This design comes from an exercise in tuning for small area and a short achievable clock period on the open sky130 flow, not from production work. Function was checked by simulation only, so behaviour that the tests miss may differ from the original. No activity file was given, so power comes from the tool's default toggle rates.

== fjord ==
## d_mem_sized
module d_mem_sized #(
  parameter int MEM_WORDS  = 64,
  parameter int ADDR_WIDTH = 32
) (
  input  logic                  clk,
  input  logic                  rst_n,
  input  logic                  req,
  input  logic                  we,
  input  logic [1:0]            size,
  input  logic                  is_unsigned,
  input  logic [ADDR_WIDTH-1:0] addr,
  input  logic [DATA_W-1:0]     wdata,
  output logic [DATA_W-1:0]     rdata,
  output logic                  rvalid,
  output logic                  err
);
  localparam int IDX_W = $clog2(MEM_WORDS);    
  localparam int GRPS  = MEM_WORDS / 8;
  logic [1:0]       lane;
  logic [IDX_W-1:0] idx;
  logic             legal;
  logic             acc_st, acc_ld, acc_bad;
  logic [3:0]       be;
  logic [31:0]      wdata_rep;
  logic [7:0]       sel_lo;                    
  logic [GRPS-1:0]  sel_hi;                    
  assign lane = addr[1:0];
  assign idx  = addr[IDX_W+1:2];
  always_comb begin
    case (size)
      2'b00:   legal = 1'b1;
      2'b01:   legal = ~lane[0];
      2'b10:   legal = (lane == 2'b00);
      default: legal = 1'b0;
    endcase
  end
  assign acc_st  = req &  we & legal;
  assign acc_ld  = req & ~we & legal;
  assign acc_bad = req & ~legal;
  for (genvar i = 0; i < 8; i++) begin : g_sel_lo
    assign sel_lo[i] = (idx[2:0] == i);
  end
  for (genvar i = 0; i < GRPS; i++) begin : g_sel_hi
    assign sel_hi[i] = (idx[IDX_W-1:3] == i);
  end
  logic [7:0]  ld_lo, ld_mid;
  logic [15:0] ld_hi;
  logic        ld_sx8, ld_sx16;
  logic [31:0] rword;
  d_mem_lane_align u_align (
    .size        (size),
    .lane        (lane),
    .is_unsigned (is_unsigned),
    .wdata       (wdata),
    .be          (be),
    .wdata_rep   (wdata_rep),
    .rword       (rword),
    .ld_lo       (ld_lo),
    .ld_mid      (ld_mid),
    .ld_hi       (ld_hi),
  ...
clock: 5.5 ns
lec_check: 0
abc_area: 1
cap_margin: 20
core_margin: 2
core_utilization: 40
cts_cluster_diameter: 100
cts_cluster_size: 30
setup_slack_margin: 2.6
slew_margin: 20
run.sh (not shown) runs the stock make flow with config.mk's settings and CLKGATE_MAP_FILE= SYNTH_SCRIPT=/design/flow/synth_recipe.tcl, a recipe that flattens the netlist after the stock synthesis.
fjord: full flow OK, the timing, DRC and antenna checks passed
What raven does differently from fjord at the input level:
--- a/flow/config.mk
+++ b/flow/config.mk
@@ -6,10 +6,9 @@
 export NUM_CORES = 4
 export LEC_CHECK = 0
-export ABC_AREA = 1
+export ABC_CLOCK_PERIOD_IN_PS = 2500
 export CAP_MARGIN = 20
 export CORE_MARGIN = 2
-export CORE_UTILIZATION = 40
-export CTS_CLUSTER_DIAMETER = 100
-export CTS_CLUSTER_SIZE = 30
-export SETUP_SLACK_MARGIN = 2.6
+export CORE_UTILIZATION = 55
+export SETUP_SLACK_MARGIN = 2.8
 export SLEW_MARGIN = 20
+export TNS_END_PERCENT = 10
### Flow results
- Per the final summary, raven finished and its layout is clean on timing, DRC and antenna.
- raven ended up with a lower final HPWL from detailed placement than fjord did.
- raven: synthesized cell count lower than fjord
- Overall power of the completed layout came out higher on raven than on fjord.
- | total routed wirelength | raven vs fjord | about 0.54% lower |
Inputs modified between raven and cedar:
--- a/flow/config.mk
+++ b/flow/config.mk
@@ -9,6 +9,5 @@
 export CAP_MARGIN = 20
 export CORE_MARGIN = 2
-export CORE_UTILIZATION = 55
+export CORE_UTILIZATION = 40
 export SETUP_SLACK_MARGIN = 2.8
 export SLEW_MARGIN = 20
-export TNS_END_PERCENT = 10
[summary]
Changes observed in cedar relative to raven: post-place setup slack lower, combined global-route utilization of all metal layers lower, combinational group share of total power higher, worst-skew pair later-pin latency higher.
Start point of the critical path = addr[3]: raven; start point of the critical path = sx16_q$_DFFE_PN0P_: cedar
Inputs modified between cedar and garnet:
--- a/flow/config.mk
+++ b/flow/config.mk
@@ -6,5 +6,5 @@
 export NUM_CORES = 4
 export LEC_CHECK = 0
-export ABC_CLOCK_PERIOD_IN_PS = 2500
+export ABC_AREA = 1
 export CAP_MARGIN = 20
 export CORE_MARGIN = 2
garnet finished every stage and its layout cleared the timing, DRC and antenna checks.
Summary of garnet over cedar: final cell count without fillers rose by 1870, number of non-clock inverters +154.
Re leakage dissipation: garnet is about 10% up on cedar.
Relative to cedar, clock network power share has gone up in garnet.
garnet against cedar: clock skew fell by 0.022 ns; setup slack rose 0.22 ns.
Run comparison: cedar dominant combinational cell family by area after synthesis compound AO/OA/AOI/OAI gates; garnet dominant combinational cell family by area after synthesis simple AND/OR/NAND/NOR gates
#### Input delta (maple over garnet)
--- a/flow/config.mk
+++ b/flow/config.mk
@@ -10,4 +10,6 @@
 export CORE_MARGIN = 2
 export CORE_UTILIZATION = 40
+export CTS_CLUSTER_DIAMETER = 100
+export CTS_CLUSTER_SIZE = 25
 export SETUP_SLACK_MARGIN = 2.8
 export SLEW_MARGIN = 20
==> notes.md <==
Wire length of the first global-routing pass delta (maple − garnet): favourable
Per the comparison of maple with garnet, clock skew increased 0.011 ns, worst hold slack after final layout essentially unchanged.
Diff garnet -> maple: global-route usage went down 0.18 points; end-of-flow core utilization went down 0.21 points; design area went down 0.44%.
From garnet to maple the numbers moved as follows: fraction of power consumed by the clock network shows a reduction of 11 points; number of non-clock inverters in the layout shows an increase of about 2.4%.
Compared maple against garnet; final period utilization within noise.

Starting RTL as in the previous note.
==> flow/config.mk <==
export PLATFORM = sky130hd
export DESIGN_NAME = d_mem_sized
export DESIGN_NICKNAME = d_mem_sized
export VERILOG_FILES = /design/flow/design.v
export SDC_FILE = /design/flow/constraint.sdc
export NUM_CORES = 4
export LEC_CHECK = 0
export ABC_AREA = 1
export CAP_MARGIN = 20
export CORE_MARGIN = 2
export CORE_UTILIZATION = 40
export CTS_CLUSTER_DIAMETER = 100
export CTS_CLUSTER_SIZE = 30
export SETUP_SLACK_MARGIN = 2.8
export SLEW_MARGIN = 20
==> flow/constraint.sdc <==
create_clock -name core_clock -period 5.5 [get_ports {clk}]
set_input_delay 1.1000 -clock core_clock [delete_from_list [all_inputs] [get_ports {clk}]]
set_output_delay 1.1000 -clock core_clock [all_outputs]
set_load 0.01 [all_outputs]
The starting point completed with no timing, DRC or antenna violations.
==> next run, changes <==
- CTS_CLUSTER_DIAMETER: 100 -> 60
What happened: Die area stays the same; critical path depth falls by 9; setup slack degrades by 0.026 ns; clock skew decreases by 0.0050 ns; maximum frequency shrinks by 0.91%; via count went up by about 0.9%.

## what the ideal ports hide
Ports are ideal in the flow. The routed layouts listed here were re-timed in OpenROAD. Step 1, drivers: a clkbuf_16 drives clk and a buf_2 each remaining input, both assumed. Step 2 moves the port delays by t, midway between the first and last clock arrival at a register: inputs arrive t later, outputs are due t later. That takes back most of the time a late clock gives input paths. Slacks: no drivers / after step 1 / after step 2; pairs: no drivers / after step 1.
run | shift t [ns] | setup slack, ns | worst hold slack (ns) | clock arrival spread, ns | worst register clock-pin slew, ns
fjord | 0.831 | 2.462 / 2.450 / 1.620 | 0.433 / 0.374 / 0.490 | 0.058 / 0.057 | 0.12 / 0.12
raven | 0.917 | 2.299 / 2.102 / 1.185 | 0.408 / 0.377 / 0.489 | 0.033 / 0.033 | 0.06 / 0.06
cedar | 0.944 | 2.412 / 2.138 / 1.194 | 0.357 / 0.292 / 0.485 | 0.056 / 0.056 | 0.07 / 0.07
garnet | 0.945 | 2.630 / 2.539 / 1.643 | 0.489 / 0.489 / 0.489 | 0.040 / 0.039 | 0.07 / 0.07
maple | 0.861 | 2.636 / 2.575 / 1.714 | 0.489 / 0.489 / 0.489 | 0.062 / 0.061 | 0.11 / 0.11
the first run of note 2 | 0.870 | 2.668 / 2.539 / 1.669 | 0.485 / 0.485 / 0.485 | 0.056 / 0.056 | 0.12 / 0.12
the second run of note 2 | 0.918 | 2.642 / 2.574 / 1.661 | 0.489 / 0.489 / 0.489 | 0.048 / 0.048 | 0.10 / 0.10
After both steps setup and hold are still met in every run listed. For cedar, which loses most, drivers alone change the setup slack by -0.274 ns; drivers and shift together by -1.218 ns.
